Context: an optimization exercise on an open-source flow, tuned for small area and a short achievable clock period. The choices shown serve that exercise and are no tape-out recipe. Function was checked by simulation only, so behaviour that the tests miss may differ from the original. Power is estimated from default activity; no workload was simulated.

job 5606:
Design ram_peri_dp, start of the top module:
module ram_peri_dp #(
  parameter int CAddrLen = 8,
  parameter int CDataLen = 16,
  parameter int CDepth = 224,
  parameter int CRdLat = 2,
  parameter int CWrFirst = 1
) (
  input  logic                AClkH,
  input  logic                AResetH,
  input  logic                AClkHEn,
  input  logic [CAddrLen-1:0] AAddrWr,
  input  logic [CDataLen-1:0] AMosi,
  input  logic                AWrEn,
  input  logic [CAddrLen-1:0] AAddrRd,
  input  logic                ARdEn,
  output logic [CDataLen-1:0] AMiso,
  output logic                AMisoVld,
  output logic                ABusy
);
  localparam int COffLen = 3;
  localparam int CGrp = 1 << COffLen;
  localparam int CNGrp = CDepth / CGrp;
  localparam logic [CAddrLen:0] CDepthW = (CAddrLen+1)'(CDepth);
  localparam logic [CAddrLen-1:0] CLast = CAddrLen'(CDepth - 1);
  logic                          run_q, busy_q;
  logic [CAddrLen-1:0]           cnt_q;
  logic [CDataLen-1:0]           mem_q [CDepth];
  logic [CDataLen-1:0]           fill, wr_data;
  logic [CGrp-1:0][CDataLen-1:0] rd_grp;
  ...
==> module ram_peri_rd_pipe, before the edit <==
module ram_peri_rd_pipe #(
  parameter int CDataLen = 16,
  parameter int CGrp = 4,
  parameter int COffLen = 2
) (
  input  logic                           clk,
  input  logic                           rst,
  input  logic                           en,
  input  logic                           vld_in,
  input  logic [CGrp-1:0][CDataLen-1:0]  grp_in,
  input  logic [COffLen-1:0]             off_in,
  input  logic                           old_hit_in,
  input  logic [CDataLen-1:0]            old_data_in,
  input  logic                           new_hit_in,
  input  logic [CDataLen-1:0]            new_data_in,
  output logic                           vld_out,
  output logic [CDataLen-1:0]            data_out
);
  logic                          vld0_q, old_hit0_q, new_hit0_q;
  logic [CGrp-1:0][CDataLen-1:0] grp0_q;
  logic [COffLen-1:0]            off0_q;
  logic [CDataLen-1:0]           old_data0_q, new_data0_q, word;
  always_ff @(posedge clk) begin
    if (en) begin
      grp0_q <= grp_in;
      off0_q <= off_in;
      old_hit0_q <= old_hit_in;
      old_data0_q <= old_data_in;
      new_hit0_q <= new_hit_in;
      new_data0_q <= new_data_in;
    end
  end
  assign word = new_hit0_q ? new_data0_q : old_hit0_q ? old_data0_q : grp0_q[off0_q];
  always_ff @(posedge clk) begin
    if (rst) begin
      vld0_q <= 1'b0;
      vld_out <= 1'b0;
      data_out <= '0;
    end else if (en) begin
      vld0_q <= vld_in;
      vld_out <= vld0_q;
      if (vld0_q) data_out <= word;
    end
  end
endmodule
==> module ram_peri_dp, before the edit <==
module ram_peri_dp #(
  parameter int CAddrLen = 8,
  parameter int CDataLen = 16,
  parameter int CDepth = 224,
  parameter int CRdLat = 2,
  parameter int CWrFirst = 1
) (
  input  logic                AClkH,
  input  logic                AResetH,
  input  logic                AClkHEn,
  input  logic [CAddrLen-1:0] AAddrWr,
  input  logic [CDataLen-1:0] AMosi,
  input  logic                AWrEn,
  input  logic [CAddrLen-1:0] AAddrRd,
  input  logic                ARdEn,
  output logic [CDataLen-1:0] AMiso,
  output logic                AMisoVld,
  output logic                ABusy
);
  localparam int COffLen = 3;
  localparam int CGrp = 1 << COffLen;
  localparam int CNGrp = CDepth / CGrp;
  localparam logic [CAddrLen:0] CDepthW = (CAddrLen+1)'(CDepth);
  localparam logic [CAddrLen-1:0] CLast = CAddrLen'(CDepth - 1);
  logic                          run_q, busy_q;
  logic [CAddrLen-1:0]           cnt_q;
  logic [CDataLen-1:0]           mem_q [CDepth];
  logic [CDataLen-1:0]           fill, wr_data;
  logic [CGrp-1:0][CDataLen-1:0] rd_grp;
  logic [CNGrp-1:0]              rd_sel;
  logic [CDepth-1:0]             wr_sel;
  logic [CAddrLen-1:0]           wr_idx;
  logic                          wr_hit, wr_en, coll;
  logic                          wb_vld_q;
  logic [CAddrLen-1:0]           wb_addr_q;
  logic [CDataLen-1:0]           wb_data_q;
  localparam logic [CDataLen-1:0] CTaps = CDataLen'(ram_peri_pkg::lfsr_taps(CDataLen));
  logic [CDataLen-1:0] lfsr_q;
  always_ff @(posedge AClkH)
    if (AResetH) lfsr_q <= CDataLen'(CFillSeed);
    else if (AClkHEn && !run_q) lfsr_q <= (lfsr_q >> 1) ^ (lfsr_q[0] ? CTaps : '0);
  assign fill = lfsr_q;
  always_ff @(posedge AClkH) begin
    if (AResetH) begin
      run_q <= 1'b0;
      busy_q <= 1'b1;
      cnt_q <= '0;
    end else if (AClkHEn && !run_q) begin
      cnt_q <= cnt_q + 1'b1;
      run_q <= cnt_q == CLast;
      busy_q <= cnt_q != CLast;
    end
  end
  assign ABusy = busy_q;
  assign wr_hit = {1'b0, AAddrWr} < CDepthW;
  assign wr_en = !AResetH && AClkHEn && (run_q ? AWrEn && wr_hit : 1'b1);
  assign wr_idx = run_q ? AAddrWr : cnt_q;
  assign wr_data = run_q ? AMosi : fill;
  always_ff @(posedge AClkH) begin
    wb_vld_q <= wr_en;
    wb_addr_q <= wr_idx;
    wb_data_q <= wr_data;
  end
  ram_peri_dec #(.CLen(CAddrLen), .CN(CDepth)) u_wr_dec (.en(wb_vld_q), .idx(wb_addr_q), .sel(wr_sel));
  for (genvar i = 0; i < CDepth; i++) begin : g_word
    always_ff @(posedge AClkH) if (wr_sel[i]) mem_q[i] <= wb_data_q;
  end
  ram_peri_dec #(.CLen(CAddrLen-COffLen), .CN(CNGrp)) u_rd_dec (
    .en (1'b1),
    .idx(AAddrRd[CAddrLen-1:COffLen]),
    .sel(rd_sel)
  );
  always_comb begin
    rd_grp = '0;
    for (int g = 0; g < CNGrp; g++)
      for (int k = 0; k < CGrp; k++)
        rd_grp[k] = rd_grp[k] | (mem_q[g*CGrp+k] & {CDataLen{rd_sel[g]}});
  end
  assign coll = AWrEn && wr_hit && AAddrWr == AAddrRd;
  ram_peri_rd_pipe #(.CDataLen(CDataLen), .CGrp(CGrp), .COffLen(COffLen)) u_rd_pipe (
    .clk     (AClkH),
    .rst     (AResetH),
    .en      (AClkHEn),
    .vld_in  (run_q && ARdEn),
    .grp_in  (rd_grp),
    .off_in  (AAddrRd[COffLen-1:0]),
    .old_hit_in (wb_vld_q && wb_addr_q == AAddrRd),
    .old_data_in(wb_data_q),
    .new_hit_in (coll),
    .new_data_in(AMosi),
    .vld_out (AMisoVld),
    .data_out(AMiso)
  );
endmodule
export LEC_CHECK = 0
export CAP_MARGIN = 20
export CORE_MARGIN = 2
export CORE_UTILIZATION = 55
export CTS_CLUSTER_DIAMETER = 60
export CTS_CLUSTER_SIZE = 25
export SETUP_SLACK_MARGIN = 1.2
export SLEW_MARGIN = 20
export SYNTH_HIERARCHICAL = 1
create_clock -name core_clock -period 3.6 [get_ports {AClkH}]
run.sh (not shown) runs the stock make flow with config.mk's settings and CLKGATE_MAP_FILE= SYNTH_SCRIPT=/design/flow/synth_recipe.tcl, a recipe that flattens the netlist after the stock synthesis.
## Diff of input files: job 8070 against job 5606
--- a/flow/design.v
+++ b/flow/design.v
@@ -32,23 +32,28 @@
   output logic                           vld_out,
   output logic [CDataLen-1:0]            data_out
 );
   logic                          vld0_q, old_hit0_q, new_hit0_q;
   logic [CGrp-1:0][CDataLen-1:0] grp0_q;
-  logic [COffLen-1:0]            off0_q;
+  logic [CGrp-1:0]               off0_q;    
   logic [CDataLen-1:0]           old_data0_q, new_data0_q, word;
   always_ff @(posedge clk) begin
     if (en) begin
       grp0_q <= grp_in;
-      off0_q <= off_in;
+      for (int k = 0; k < CGrp; k++) off0_q[k] <= off_in == COffLen'(k);
       old_hit0_q <= old_hit_in;
       old_data0_q <= old_data_in;
       new_hit0_q <= new_hit_in;
       new_data0_q <= new_data_in;
     end
   end
-  assign word = new_hit0_q ? new_data0_q : old_hit0_q ? old_data0_q : grp0_q[off0_q];
+  always_comb begin
+    word = '0;
+    for (int k = 0; k < CGrp; k++) word = word | (grp0_q[k] & {CDataLen{off0_q[k]}});
+    if (old_hit0_q) word = old_data0_q;
+    if (new_hit0_q) word = new_data0_q;
+  end
   always_ff @(posedge clk) begin
     if (rst) begin
       vld0_q <= 1'b0;
       vld_out <= 1'b0;
       data_out <= '0;
@@ -114,10 +119,11 @@
   logic [CNGrp-1:0]              rd_sel;
   logic [CDepth-1:0]             wr_sel;
   logic [CAddrLen-1:0]           wr_idx;
   logic                          wr_hit, wr_en, coll;
   logic                          wb_vld_q;
+  logic [15:0]                   wb_hi_q, wb_lo_q;   
   logic [CAddrLen-1:0]           wb_addr_q;
   logic [CDataLen-1:0]           wb_data_q;
   localparam logic [CDataLen-1:0] CTaps = CDataLen'(ram_peri_pkg::lfsr_taps(CDataLen));
   logic [CDataLen-1:0] lfsr_q;
   always_ff @(posedge AClkH)
@@ -142,13 +148,17 @@
   assign wr_data = run_q ? AMosi : fill;
   always_ff @(posedge AClkH) begin
     wb_vld_q <= wr_en;
     wb_addr_q <= wr_idx;
     wb_data_q <= wr_data;
+    for (int h = 0; h < 16; h++) begin
+      wb_hi_q[h] <= wr_en && wr_idx[7:4] == 4'(h);
+      wb_lo_q[h] <= wr_idx[3:0] == 4'(h);
+    end
   end
-  ram_peri_dec #(.CLen(CAddrLen), .CN(CDepth)) u_wr_dec (.en(wb_vld_q), .idx(wb_addr_q), .sel(wr_sel));
   for (genvar i = 0; i < CDepth; i++) begin : g_word
+    assign wr_sel[i] = wb_hi_q[i/16] && wb_lo_q[i%16];
     always_ff @(posedge AClkH) if (wr_sel[i]) mem_q[i] <= wb_data_q;
   end
   ram_peri_dec #(.CLen(CAddrLen-COffLen), .CN(CNGrp)) u_rd_dec (
     .en (1'b1),
     .idx(AAddrRd[CAddrLen-1:COffLen]),
### Flow results
Going from job 5606 to job 8070, combinational share of power shrinks by 0.3 points. [job 8070] critical path required time rose 30 ps relative to job 5606. Length of routed met3 wiring: job 8070 > job 5606. A timing endpoint of the critical path of mem_q[212][7] is what job 8070 shows, while mem_q[70][4] belongs to job 5606. Of job 8070 and job 5606, the lower total power belongs to job 5606. Max freq job 5606 -> job 8070: improved. On part of the total power dissipated in sequential elements: between job 8070 and job 5606, it ends up higher for job 5606. Taking job 5606 as the reference, in job 8070 global-route usage now sits higher, non-clock buffer count now sits lower, average routed wire per standard cell now sits higher, worst hold slack now sits lower.

[what the ideal ports hide]
The results above use ideal ports. As a check the final layouts listed here were re-extracted and re-timed, cells and wires unchanged.
Step 1: set_driving_cell puts a clkbuf_16 on AClkH and a buf_2 on each other input, an assumption about the parent block.
Step 2, shift: input delay + t, output delay - t, t = (earliest + latest rising clock arrival at the registers) / 2. This alone moves slack from input paths to output paths.
Slacks: ideal / step 1 / step 2; pairs: ideal / step 1.
run | shift t [ns] | slack for setup (ns) | worst register clock-pin slew, ns
job 5606 | 1.011 | 1.019 / 1.019 / 0.177 | 0.11 / 0.11
job 8070 | 1.033 | 1.039 / 1.039 / 0.224 | 0.10 / 0.10
After both steps setup and hold are still met in every run listed. For job 5606, which loses most, drivers alone change the setup slack by 0.000 ns; drivers and shift together by -0.842 ns.
